What follows belongs to an exercise in optimizing a design on an open flow for small area, a short achievable clock period and few clock cycles; a production flow would make more cautious choices.
In this exercise RTL edits were held to simulation tests only and were not proved equivalent to the original.
Power figures rest on the tool's default switching activity, not on a simulated workload.

===== flow/config.mk =====
export PLATFORM = sky130hd
export DESIGN_NAME = execute_mc
export DESIGN_NICKNAME = execute_mc
export VERILOG_FILES = /design/flow/design.v
export SDC_FILE = /design/flow/constraint.sdc
export NUM_CORES = 4
export LEC_CHECK = 0
export CAP_MARGIN = 20
export CORE_MARGIN = 2
export CORE_UTILIZATION = 40
export SETUP_SLACK_MARGIN = 0.5
export SLEW_MARGIN = 20

===== flow/constraint.sdc =====
create_clock -name core_clock -period 13.0 [get_ports {clk}]
set_input_delay 2.6000 -clock core_clock [delete_from_list [all_inputs] [get_ports {clk}]]
set_output_delay 2.6000 -clock core_clock [all_outputs]
set_load 0.01 [all_outputs]

===== flow/design.v =====
package execute_pkg;
  localparam logic [3:0] ALU_AND   = 4'b0000;
  localparam logic [3:0] ALU_OR    = 4'b0001;
  localparam logic [3:0] ALU_ADD   = 4'b0010;
  localparam logic [3:0] ALU_SUB   = 4'b0110;
  localparam logic [3:0] ALU_PASSB = 4'b0111;
  localparam logic [3:0] ALU_NOR   = 4'b1100;
  localparam logic [3:0] ALU_MUL   = 4'b1000;
  localparam logic [4:0] XZR = 5'd31;
  typedef enum logic [1:0] {FWD_REG, FWD_EXMEM, FWD_MEMWB} fwd_sel_t;
  typedef enum logic [1:0] {EX_IDLE, EX_BUSY, EX_DONE} ex_state_t;
  function automatic fwd_sel_t fwd_select(input logic [4:0] rs,
                                          input logic [4:0] ex_rd, input logic ex_we,
                                          input logic [4:0] wb_rd, input logic wb_we);
    fwd_select = execute_pkg::FWD_REG;
    if (ex_we && ex_rd != execute_pkg::XZR && ex_rd == rs)
      fwd_select = execute_pkg::FWD_EXMEM;
    else if (wb_we && wb_rd != execute_pkg::XZR && wb_rd == rs)
      fwd_select = execute_pkg::FWD_MEMWB;
  endfunction
endpackage
module iter_mul #(
  parameter int N     = 64,
  parameter int MUL_K = 4
) (
  input  logic         clk,
  input  logic         reset,
  input  logic         valid_E,
  input  logic         flush_E,
  input  logic         is_mul,
  input  logic [N-1:0] op_a,
  input  logic [N-1:0] op_b,
  output logic [N-1:0] acc_q,
  output logic         result_sel,
  output logic         stall_E,
  output logic         done_E
);
  localparam int STEPS = N / MUL_K;
  localparam int CNT_W = (STEPS > 1) ? $clog2(STEPS) : 1;
  localparam logic [CNT_W-1:0] LAST = CNT_W'(STEPS - 1);
  execute_pkg::ex_state_t        state_q, state_d;
  logic [N-1:0]     opa_q, opb_q;
  logic [CNT_W-1:0] cnt_q;
  logic [N-1:0]     partial;
  logic [31:0]      shamt;
  logic             start;
  logic             last_step;
  logic             stall_c, done_c;
  assign start   = valid_E & is_mul & ~flush_E;
  assign partial = opa_q * N'(opb_q[MUL_K-1:0]);
  assign shamt   = 32'(cnt_q) * 32'(MUL_K);
  assign last_step = (cnt_q == LAST);
  always_ff @(posedge clk or negedge reset) begin
    if (!reset) begin
      state_q <= execute_pkg::EX_IDLE;
      acc_q   <= '0;
      cnt_q   <= '0;
      opa_q   <= '0;
      opb_q   <= '0;
    end else begin
      state_q <= state_d;
      case (state_q)
        execute_pkg::EX_IDLE: if (start) begin
          opa_q <= op_a;
          opb_q <= op_b;
          acc_q <= '0;
          cnt_q <= '0;
        end
        execute_pkg::EX_BUSY: begin
          acc_q <= acc_q + (partial << shamt);
          opb_q <= opb_q >> MUL_K;
          cnt_q <= cnt_q + 1'b1;
        end
        default: ;
      endcase
    end
  end
  always_comb begin
    state_d    = state_q;
    stall_c    = 1'b0;
    done_c     = 1'b0;
    result_sel = 1'b0;
    case (state_q)
      execute_pkg::EX_IDLE: begin
        if (start) begin
          state_d = execute_pkg::EX_BUSY;
          stall_c = 1'b1;
        end else begin
          done_c = valid_E & ~is_mul & ~flush_E;
        end
      end
      execute_pkg::EX_BUSY: begin
        if (flush_E) begin
          state_d = execute_pkg::EX_IDLE;
        end else begin
          stall_c = 1'b1;
          if (last_step) state_d = execute_pkg::EX_DONE;
        end
      end
      execute_pkg::EX_DONE: begin
        state_d    = execute_pkg::EX_IDLE;
        result_sel = 1'b1;
        done_c     = ~flush_E;
      end
      default: state_d = execute_pkg::EX_IDLE;
    endcase
  end
  assign stall_E = reset & stall_c;
  assign done_E  = reset & done_c;
endmodule
module execute_mc #(
  parameter int N     = 64,
  parameter int MUL_K = 4
) (
  input  logic         clk,
  input  logic         reset,
  input  logic         valid_E,
  input  logic         flush_E,
  input  logic         AluSrc,
  input  logic         mov,
  input  logic [3:0]   AluControl,
  input  logic [4:0]   ID_EXRegRn,
  input  logic [4:0]   ID_EXRegRm,
  input  logic [4:0]   EX_MEMRegRd,
  input  logic [4:0]   MEM_WBRegRd,
  input  logic         EX_MEMregWrite,
  input  logic         MEM_WBregWrite,
  input  logic [N-1:0] EX_MEMResult,
  input  logic [N-1:0] memoryResult,
  input  logic [N-1:0] PC_E,
  input  logic [N-1:0] signImm_E,
  input  logic [N-1:0] readData1_E,
  input  logic [N-1:0] readData2_E,
  output logic [N-1:0] PCBranch_E,
  output logic [N-1:0] aluResult_E,
  output logic [N-1:0] writeData_E,
  output logic         zero_E,
  output logic         stall_E,
  output logic         done_E
);
  if (N % MUL_K != 0) begin : g_param_check
    $error("execute_mc: N must be a multiple of MUL_K");
  end
  execute_pkg::fwd_sel_t     sel_a, sel_b;
  logic [N-1:0] fwd_a, fwd_b;
  logic [N-1:0] alu_a, alu_b, alu_y;
  logic [N-1:0] mul_acc;
  logic         mul_sel;
  logic         is_mul;
  assign sel_a = execute_pkg::fwd_select(ID_EXRegRn, EX_MEMRegRd, EX_MEMregWrite, MEM_WBRegRd, MEM_WBregWrite);
  assign sel_b = execute_pkg::fwd_select(ID_EXRegRm, EX_MEMRegRd, EX_MEMregWrite, MEM_WBRegRd, MEM_WBregWrite);
  always_comb begin
    fwd_a = readData1_E;
    case (sel_a)
      execute_pkg::FWD_EXMEM: fwd_a = EX_MEMResult;
      execute_pkg::FWD_MEMWB: fwd_a = memoryResult;
      default:   fwd_a = readData1_E;
    endcase
  end
  always_comb begin
    fwd_b = readData2_E;
    case (sel_b)
      execute_pkg::FWD_EXMEM: fwd_b = EX_MEMResult;
      execute_pkg::FWD_MEMWB: fwd_b = memoryResult;
      default:   fwd_b = readData2_E;
    endcase
  end
  assign alu_a       = mov ? signImm_E : fwd_a;
  assign alu_b       = AluSrc ? signImm_E : fwd_b;
  assign writeData_E = fwd_b;
  assign PCBranch_E  = PC_E + (signImm_E << 2);
  assign is_mul      = (AluControl == execute_pkg::ALU_MUL);
  always_comb begin
    alu_y = '0;
    case (AluControl)
      execute_pkg::ALU_AND:   alu_y = alu_a & alu_b;
      execute_pkg::ALU_OR:    alu_y = alu_a | alu_b;
      execute_pkg::ALU_ADD:   alu_y = alu_a + alu_b;
      execute_pkg::ALU_SUB:   alu_y = alu_a - alu_b;
      execute_pkg::ALU_PASSB: alu_y = alu_b;
      execute_pkg::ALU_NOR:   alu_y = ~(alu_a | alu_b);
      default:   alu_y = '0;
    endcase
  end
  iter_mul #(.N(N), .MUL_K(MUL_K)) u_iter_mul (
    .clk        (clk),
    .reset      (reset),
    .valid_E    (valid_E),
    .flush_E    (flush_E),
    .is_mul     (is_mul),
    .op_a       (alu_a),
    .op_b       (alu_b),
    .acc_q      (mul_acc),
    .result_sel (mul_sel),
    .stall_E    (stall_E),
    .done_E     (done_E)
  );
  assign aluResult_E = mul_sel ? mul_acc : alu_y;
  assign zero_E      = (aluResult_E == '0);
endmodule

===== flow/run.sh =====
#!/bin/bash
# synth_recipe.tcl (not shown) runs the flow's synth.tcl, then flattens the netlist and writes it again
# the make line also repeats each setting of config.mk as NAME=value (left out here)
make -C /OpenROAD-flow-scripts/flow DESIGN_CONFIG=/design/flow/config.mk WORK_HOME=/design/flow/orfs CLKGATE_MAP_FILE= SYNTH_SCRIPT=/design/flow/synth_recipe.tcl finish

==> flow_summary.yaml <==
yosys:
  syn_nets: 6009
  synthFlopType: "dfrtp_1"
  synth_top_area_frac: 0.132
  yosysSeqAreaShare: 0.132
  synthTopCellsByArea: "dfrtp_1 (13%), ha_1 (8.7%), nand2_1 (7.2%)"
  postSynthCellCount: 5209
  synth-edff-count: 0
  synth_compound_area_frac: 0.287
  ys_ff_latch: 198
  synth_top_family_by_area: "compound AO/OA/AOI/OAI gates"
  synth_common_cells: "nand2_1 (722), a21oi_1 (452), o21ai_0 (438)"
  synth-simple-area-share: 0.224
  yosys_warnings: 2
  synth_area_um2: 37400
  synth_fa_ha_area_frac: 0.160
  yosys.area.top_type: "dfrtp_1"
  muxShareOfSynthArea: 0.0651
  synth-xor-area-share: 0.0705
  syn_avg_cell_area_um2: 7.18
  async_reset_ff_frac: 1.00
  post-synth-top-count-cell: "nand2_1"
  ys_types: 105
grt:
  grtUsageMet2: 0.719
  grt_use_total: 0.476
  grt_busiest_layer: "met2"
  grt_pass1_vias: 43800
  use_met3: 0.118
  antenna_found_initial: 24
  grt_pass1_wl_um: 323000
  grtUsageMet1: 0.548
  grt_start_max_net_pins: 198
  gr-total-overflow: 0
routing:
  ant_nets: 0
  routedWlPerCell_um: 31.5
  wirelength_um: 235000
  drt_first_iter_violations: 5667
  first_pass_iters: 6
  drc: 0
  avgViaCountPerCell: 6.25
  vias: 46500
critical_path:
  worstSetupPathType: "in -> out"
  slowest_stage: "clkdlybuf4s50_1"
  startpoint_type: "primary input"
  worstSetupStartpoint: "ID_EXRegRm[0]"
  worstSetupEndpointType: "primary output"
  cp_max_fo: 9
  cp.arrival_ns: 9.93
  slowest_delay_ns: 0.47
  r2r_start: "u_iter_mul.opb_q[1]$_DFFE_PN0P_"
  required_ns: 10.40
clocking:
  cts_tree: "done"
  clockBufferDepth: 2
  htreeDepth: 4
  cts_root_buf: "clkbuf_16"
  numCtsBuffers: 17
  cts.sinks: 198
  clkTransAtPathRegs_ns: 0.07
  clkLatencyLatePin_ns: 0.51
die:
  die_h_um: 310
  dieWidth_um: 310
  core_area_um2: 93000
  boundaryPins: 611
  row_count: 112
  die-area_um2: 96000
  initial_core_util: 0.402
final_layout:
  fill_cells: 9326
  nets: 6956
  final-instance-count-excl-fill: 7450
  areaGrowthSynthToFinish_pct: 33.1
  drive_gt1_frac: 0.140
power_and_ir_drop:
  p_per_area_nw_per_um2: 162
  clkPwrFrac: 0.067
  p_int_mw: 3.50
  switching_share: 0.567
  irDropWorstVdd_v: 0.000100
  pwr-share-seq: 0.148
  p_total_mw: 8.08
  switchingPower_mw: 4.58
  leakagePower_nw: 22.5
  combPwrFrac: 0.785
min_path:
  hp-class: "reg -> reg"
  hold_path_startpoint: "u_iter_mul.opb_q[34]$_DFFE_PN0P_"
sta:
  final.min_clock_period_ns: 12.53
  setup_ws_ns: 0.472
  hold_viol: 0
  setup_viol: 0
  fmax_ghz: 0.0798
  relSlewSlack: 0.135
  worst_slew_pin_slew_ns: 1.28
  hold_ws_ns: 0.489
  rsz0062_at_grt: "yes"
  fin_crit_sh: 0.964
  drv_slew: 0
  clock_skew_ns: 0.0254
place:
  gp_congestion: 1.16
  dpl.hpwl_um: 197000
  port_buffers: 606
  place_ws_ns: -0.300
  dp_cells: 7376
run:
  cap_violations: 0
outcome:
  status: "no timing/DRC/antenna violations"
-- worst paths after layout --
| check | cells past startpoint | slack [ns] | to |
|---|---|---|---|
| worst max-delay path | 32 | 0.47 | zero_E |
| worst max register to register | 34 | 2.58 | u_iter_mul.acc_q[62]$_DFFE_PN0P_ |
| worst min-delay path | 2 | 0.49 | u_iter_mul.opb_q[30]$_DFFE_PN0P_ |
| worst min register to register | 2 | 0.49 | u_iter_mul.opb_q[30]$_DFFE_PN0P_ |
| min in group asynchronous | 1 | 2.08 | u_iter_mul.acc_q[59]$_DFFE_PN0P_ |
| max in group asynchronous | 3 | 8.58 | u_iter_mul.opb_q[3]$_DFFE_PN0P_ |
-- cells in the final DEF, fill, tap and decap left out, types with 27 or more instances in the layout --
cell type	instances
nand2_1	721
buf_4	622
clkdlybuf4s50_1	593
a21oi_1	438
o21ai_0	421
nor2_1	377
inv_1	260
ha_1	257
dfrtp_1	195
mux2i_1	189
xnor2_1	185
a21o_1	178
nand3_1	130
nor3_1	128
fa_1	124
xor2_1	113
and2_1	106
a211oi_1	69
nand4_1	68
a31oi_1	59
and3_1	52
nand2b_1	45
a221o_1	44
o21ai_1	42
o21bai_1	40
nor2b_1	37
o21a_1	36
o31ai_1	32
a221oi_1	29
a22oi_1	29
or3_1	28
diode_2	27
-- layer usage --
layer | vias up | wire, um
met5 | - | 46
met4 | 6 | 26800
met3 | 765 | 22200
met2 | 2834 | 99200
met1 | 22300 | 86600
li1 | 20700 | -
-- state kept, by name, indices dropped and copies added, names as in the netlist --
name	cells
u_iter_mul.acc_q	64
u_iter_mul.cnt_q	4
u_iter_mul.opa_q	64
u_iter_mul.opb_q	64
u_iter_mul.state_q	2
-- worst max-delay path, delay by kind of cell --
kind	cells	cell delay (ns)
AO/OA/AOI/OAI	9	1.55
XOR/XNOR	2	0.36
adder cells (fa/ha/maj)	1	0.29
buffers and inverters	7	1.49
multiplexers	2	0.66
AND/OR/NAND/NOR	11	2.92
-- power groups by stage --
| stage | Clock [mW] | Sequential, mW | Combinational (mW) |
|---|---|---|---|
| 4_1_cts | 0.542 | 1.16 | 6.12 |
| 3_5_place_dp | 0 | 1.17 | 6.07 |
| 3_3_place_gp | 0 | 1.17 | 6.03 |
| 6_report | 0.542 | 1.20 | 6.34 |
| 5_1_grt | 0.565 | 1.20 | 6.79 |
| 2_1_floorplan | 0 | 0.948 | 3.91 |
-- final cells by class --
type	instances	area, um^2	area share
Inverter	265	995	0.0200
Multi-Input combinational cell	4434	30700	0.616
Clock inverter	13	120	0.00241
Tap cell	1254	1570	0.0315
Antenna cell	27	67.6	0.00136
Timing Repair Buffer	1240	11000	0.220
Sequential cell	198	4960	0.0995
Clock buffer	19	433	0.00869
-- kinds of logic (layout without fill, tap and decap cells) --
group,count (synthesis),in the layout
and+or+nand+nor,1810,1810
AOI/OAI and AO/OA,1682,1682
buffers and inverters,577,1537
adders and majority gates,409,409
xor gates and xnor gates,301,301
muxes,232,232
DFF,198,198
other,0,27
-- repair_timing --
| action | in CTS | in global routing |
|---|---|---|
| setup endpoints to repair | 12 | 18 |
| buffers inserted | 7 | 7 |
| resized for setup | 37 | 83 |
| gates cloned | 0 | 1 |
| pin swaps | 10 | 34 |
| hold buffers | 0 | 0 |
-- through the flow --
step / TNS, ns / instance area (um^2) / utilization
2_1_floorplan: 0 / 37400 / -
3_3_place_gp: -0.438 / 48600 / 0.522
3_5_place_dp: -0.300 / 48600 / 0.522
4_1_cts: 0 / 49300 / 0.530
5_1_grt: 0 / 49800 / 0.535
6_report: 0 / 49800 / 0.535
Testbench counts, summed over its fixed seeds: cycles 83,830.

[port drivers added, routing unchanged]
The flow's constraints put no driver on any port. The routed layout listed below was extracted and timed again, unchanged, in two steps.
Step 1 (the two cells are an assumption about what drives the block):
set clk [get_ports {clk}]
set_driving_cell -lib_cell sky130_fd_sc_hd__clkbuf_16 $clk
set_driving_cell -lib_cell sky130_fd_sc_hd__buf_2 [delete_from_list [all_inputs] $clk]
Step 2 moves the port delays by t, midway between the first and last clock arrival at a register: inputs arrive t later, outputs are due t later. That takes back most of the time a late clock gives input paths.
a / b / c = ideal / step 1 / step 2; a / b = the first two.
t, ns: 0.591
setup slack, ns: 0.472 / 0.450 / 0.450
worst hold slack (ns): 0.489 / 0.489 / 0.489
worst data-port slew with drivers (ns): 0.23
After both steps this run still meets setup and hold. The setup slack of this run moves by -0.022 ns with the drivers and by -0.022 ns with both steps.
